Context: an optimization exercise on an open-source flow, tuned for small area, a short achievable clock period and few clock cycles per item. The choices shown serve that exercise and are no tape-out recipe.
Power is estimated from default activity; no workload was simulated.

== red ==
==> module mac_array, before the edit <==
module mac_array (
    input  logic                                                    clk,
    input  logic                                                    rst_n,
    input  logic                                                    head_valid,
    input  logic                                                    head_is_weight,
    input  logic [conv_pkg::DATA_WIDTH-1:0]                         head_data,
    input  logic [conv_pkg::PIX_W-1:0]                              phase,
    input  logic                                                    drain_free,
    input  logic [conv_pkg::OUT_CHANNELS*conv_pkg::DATA_WIDTH-1:0]  weights,
    input  logic [conv_pkg::OUT_CHANNELS*conv_pkg::DATA_WIDTH-1:0]  biases,
    output logic                                                    pixel_pop,
    output logic                                                    acc_done,
    output logic [conv_pkg::OUT_CHANNELS*conv_pkg::ACC_WIDTH-1:0]   acc
);
    localparam DW    = conv_pkg::DATA_WIDTH;
    localparam AW    = conv_pkg::ACC_WIDTH;
    localparam OC    = conv_pkg::OUT_CHANNELS;
    localparam LEN   = conv_pkg::PIXELS;
    localparam PIX_W = conv_pkg::PIX_W;
    logic [PIX_W-1:0] next_pixel;
    logic             last_pixel;
    logic [DW-1:0]    pixel_q;
    logic             valid_q;
    logic             first_q;
    logic             last_q;
    assign last_pixel = (next_pixel == LEN - 1);
    assign pixel_pop  = head_valid && !head_is_weight && (phase == next_pixel) &&
                        (!last_pixel || drain_free);
    always_ff @(posedge clk or negedge rst_n) begin
        if (!rst_n) begin
            next_pixel <= '0;
            valid_q    <= 1'b0;
            first_q    <= 1'b0;
            last_q     <= 1'b0;
            acc_done   <= 1'b0;
        end else begin
            if (pixel_pop) begin
                next_pixel <= last_pixel ? '0 : next_pixel + 1'b1;
            end
            valid_q  <= pixel_pop;
            first_q  <= pixel_pop && (next_pixel == '0);
            last_q   <= pixel_pop && last_pixel;
            acc_done <= last_q;
        end
    end
    always_ff @(posedge clk) begin
        pixel_q <= pixel_pop ? head_data : '0;
    end
    localparam logic [AW-1:0] WINDOW_K = AW'(-LEN * ((1 << 9) + (1 << 11) + (1 << 13) + (1 << 15)));
    genvar g;
    generate
        for (g = 0; g < OC; g = g + 1) begin : g_lane
            logic [DW-1:0] w;
            logic [DW-1:0] b;
            logic [AW-1:0] start;
            logic [AW-1:0] sum_q;
            logic [AW-1:0] carry_q;
            logic [AW-1:0] sum_in;
            logic [AW-1:0] carry_in;
            logic [AW-1:0] pp [0:3];
            logic [AW-1:0] negs;
            assign w     = weights[g*DW +: DW];
            assign b     = biases[g*DW +: DW];
            assign start = AW'({{(AW-DW){b[DW-1]}}, b}) + WINDOW_K;
            for (genvar j = 0; j < 4; j = j + 1) begin : g_pp
                logic lo, one, two, neg;
                logic [DW:0] mag;
                assign lo  = (j == 0) ? 1'b0 : w[2*j-1];
                assign one = w[2*j] ^ lo;
                assign two = (w[2*j+1] & ~w[2*j] & ~lo) | (~w[2*j+1] & w[2*j] & lo);
                assign neg = w[2*j+1] & valid_q;
                assign mag = ({(DW+1){one}} & {1'b0, pixel_q}) | ({(DW+1){two}} & {pixel_q, 1'b0});
                assign pp[j] = AW'({valid_q & ~neg, mag ^ {(DW+1){neg}}}) << (2*j);
                assign negs[2*j]   = neg;
                assign negs[2*j+1] = 1'b0;
            end
            assign negs[AW-1:8] = '0;
            assign sum_in   = first_q ? start : sum_q;
            assign carry_in = first_q ? '0 : carry_q;
            logic [AW-1:0] s1a, c1a, s1b, c1b, s2, c2, s3, c3, s4, c4;
            assign s1a = pp[0] ^ pp[1] ^ pp[2];
            assign c1a = ((pp[0] & pp[1]) | (pp[0] & pp[2]) | (pp[1] & pp[2])) << 1;
            assign s1b = pp[3] ^ negs ^ sum_in;
            assign c1b = ((pp[3] & negs) | (pp[3] & sum_in) | (negs & sum_in)) << 1;
            assign s2  = s1a ^ c1a ^ s1b;
            assign c2  = ((s1a & c1a) | (s1a & s1b) | (c1a & s1b)) << 1;
            assign s3  = s2 ^ c2 ^ c1b;
            assign c3  = ((s2 & c2) | (s2 & c1b) | (c2 & c1b)) << 1;
            assign s4  = s3 ^ c3 ^ carry_in;
            assign c4  = ((s3 & c3) | (s3 & carry_in) | (c3 & carry_in)) << 1;
            always_ff @(posedge clk) begin
                sum_q   <= s4;
                carry_q <= c4;
            end
            assign acc[g*AW +: AW] = sum_q + carry_q;
        end
    endgenerate
endmodule
clock: 13.0 ns
lec_check: 0
cap_margin: 20
core_margin: 2
core_utilization: 40
setup_slack_margin: 0.5
slew_margin: 20
run.sh (not shown) runs the stock make flow with config.mk's settings and CLKGATE_MAP_FILE= SYNTH_SCRIPT=/design/flow/synth_recipe.tcl, a recipe that flattens the netlist after the stock synthesis.
The final layout from red, which completed every stage, passed the timing, design-rule and antenna checks at the end of the flow.
Modified inputs, blue compared to red
==> flow/design.v, changed modules only <==
module mac_array (
    input  logic                                                    clk,
    input  logic                                                    rst_n,
    input  logic                                                    head_valid,
    input  logic                                                    head_is_weight,
    input  logic [conv_pkg::DATA_WIDTH-1:0]                         head_data,
    input  logic [conv_pkg::PIX_W-1:0]                              phase,
    input  logic                                                    drain_free,
    input  logic [conv_pkg::OUT_CHANNELS*conv_pkg::DATA_WIDTH-1:0]  weights,
    input  logic [conv_pkg::OUT_CHANNELS*conv_pkg::DATA_WIDTH-1:0]  biases,
    output logic                                                    pixel_pop,
    output logic                                                    acc_done,
    output logic [conv_pkg::OUT_CHANNELS*conv_pkg::ACC_WIDTH-1:0]   acc
);
    localparam DW    = conv_pkg::DATA_WIDTH;
    localparam AW    = conv_pkg::ACC_WIDTH;
    localparam OC    = conv_pkg::OUT_CHANNELS;
    localparam LEN   = conv_pkg::PIXELS;
    localparam PIX_W = conv_pkg::PIX_W;
    logic [PIX_W-1:0] next_pixel;
    logic             last_pixel;
    logic [DW-1:0]    pixel_q;
    logic             first_q;
    logic             last_q;
    localparam logic [AW-1:0] SEXT_K = AW'(-((1 << 9) + (1 << 11) + (1 << 13) + (1 << 15)));
    assign last_pixel = (next_pixel == LEN - 1);
    assign pixel_pop  = head_valid && !head_is_weight && (phase == next_pixel) &&
                        (!last_pixel || drain_free);
    always_ff @(posedge clk or negedge rst_n) begin
        if (!rst_n) begin
            next_pixel <= '0;
            first_q    <= 1'b0;
            last_q     <= 1'b0;
            acc_done   <= 1'b0;
        end else begin
            if (pixel_pop) begin
                next_pixel <= last_pixel ? '0 : next_pixel + 1'b1;
            end
            first_q  <= pixel_pop && (next_pixel == '0);
            last_q   <= pixel_pop && last_pixel;
            acc_done <= last_q;
        end
    end
    always_ff @(posedge clk) begin
        pixel_q <= pixel_pop ? head_data : '0;
    end
    genvar g;
    generate
        for (g = 0; g < OC; g = g + 1) begin : g_lane
            logic [AW-1:0] base;
            logic [DW-1:0] w;
            logic [AW-1:0] pp [0:3];
            logic [3:0]    neg;
            assign w    = weights[g*DW +: DW];
            assign base = first_q ? {{(AW-DW){biases[g*DW+DW-1]}}, biases[g*DW +: DW]} : acc[g*AW +: AW];
            for (genvar j = 0; j < 4; j = j + 1) begin : g_pp
                logic lo, one, two;
                logic [DW:0] mag;
                logic [DW:0] row;
                assign lo  = (j == 0) ? 1'b0 : w[2*j-1];
                assign one = w[2*j] ^ lo;
                assign two = (w[2*j+1] & ~w[2*j] & ~lo) | (~w[2*j+1] & w[2*j] & lo);
                assign neg[j] = w[2*j+1];
                assign mag = ({(DW+1){one}} & {1'b0, pixel_q}) | ({(DW+1){two}} & {pixel_q, 1'b0});
                assign row = mag ^ {(DW+1){neg[j]}};
                assign pp[j] = AW'({~neg[j], row}) << (2*j);
            end
            logic [AW-1:0] nk;
            assign nk = SEXT_K | {neg[3], 1'b0, neg[2], 1'b0, neg[1], 1'b0, neg[0]};
            logic [AW-1:0] s1a, c1a, s1b, c1b, s2, c2, s3, c3;
            assign s1a = pp[0] ^ pp[1] ^ pp[2];
            assign c1a = ((pp[0] & pp[1]) | (pp[0] & pp[2]) | (pp[1] & pp[2])) << 1;
            assign s1b = pp[3] ^ nk ^ base;
            assign c1b = ((pp[3] & nk) | (pp[3] & base) | (nk & base)) << 1;
            assign s2  = s1a ^ c1a ^ s1b;
            assign c2  = ((s1a & c1a) | (s1a & s1b) | (c1a & s1b)) << 1;
            assign s3  = s2 ^ c2 ^ c1b;
            assign c3  = ((s2 & c2) | (s2 & c1b) | (c2 & c1b)) << 1;
            always_ff @(posedge clk) begin
                acc[g*AW +: AW] <= s3 + c3;
            end
        end
    endgenerate
endmodule
### Flow results
In the metrics for blue and red, the one carrying the higher total wire length after detailed routing is red. From red to blue the numbers moved as follows: fraction of power consumed by combinational cells grew by 12 points, full die area saw a decrease, top achievable clock speed shrank by 10%. Re clock distribution area overhead in the final layout: red was lower than blue.
No run of this note included a check of the RTL's function; only the layout flow was run.

[separate check: timing with driven ports]
Ports are ideal in the flow. The routed layouts listed here were re-timed in OpenROAD. Step 1: set_driving_cell puts a clkbuf_16 on clk and a buf_2 on each other input, an assumption about the parent block. Step 2 also shifts input and output timing later by t, the mid clock arrival at the registers, as if the neighbouring blocks saw the same clock. Three values: ideal, step 1, step 2; two values: the first two.
run | t (ns) | slack for setup (ns) | worst setup path after step 2 | slew at the worst register clock pin (ns) | worst data-port slew with drivers (ns)
red | 0.934 | 7.543 / 7.543 / 7.543 | register to register | 0.07 / 0.07 | 0.04
blue | 0.953 | 6.929 / 6.929 / 6.929 | register to register | 0.07 / 0.07 | 0.15
After both steps setup and hold are still met in every run listed.
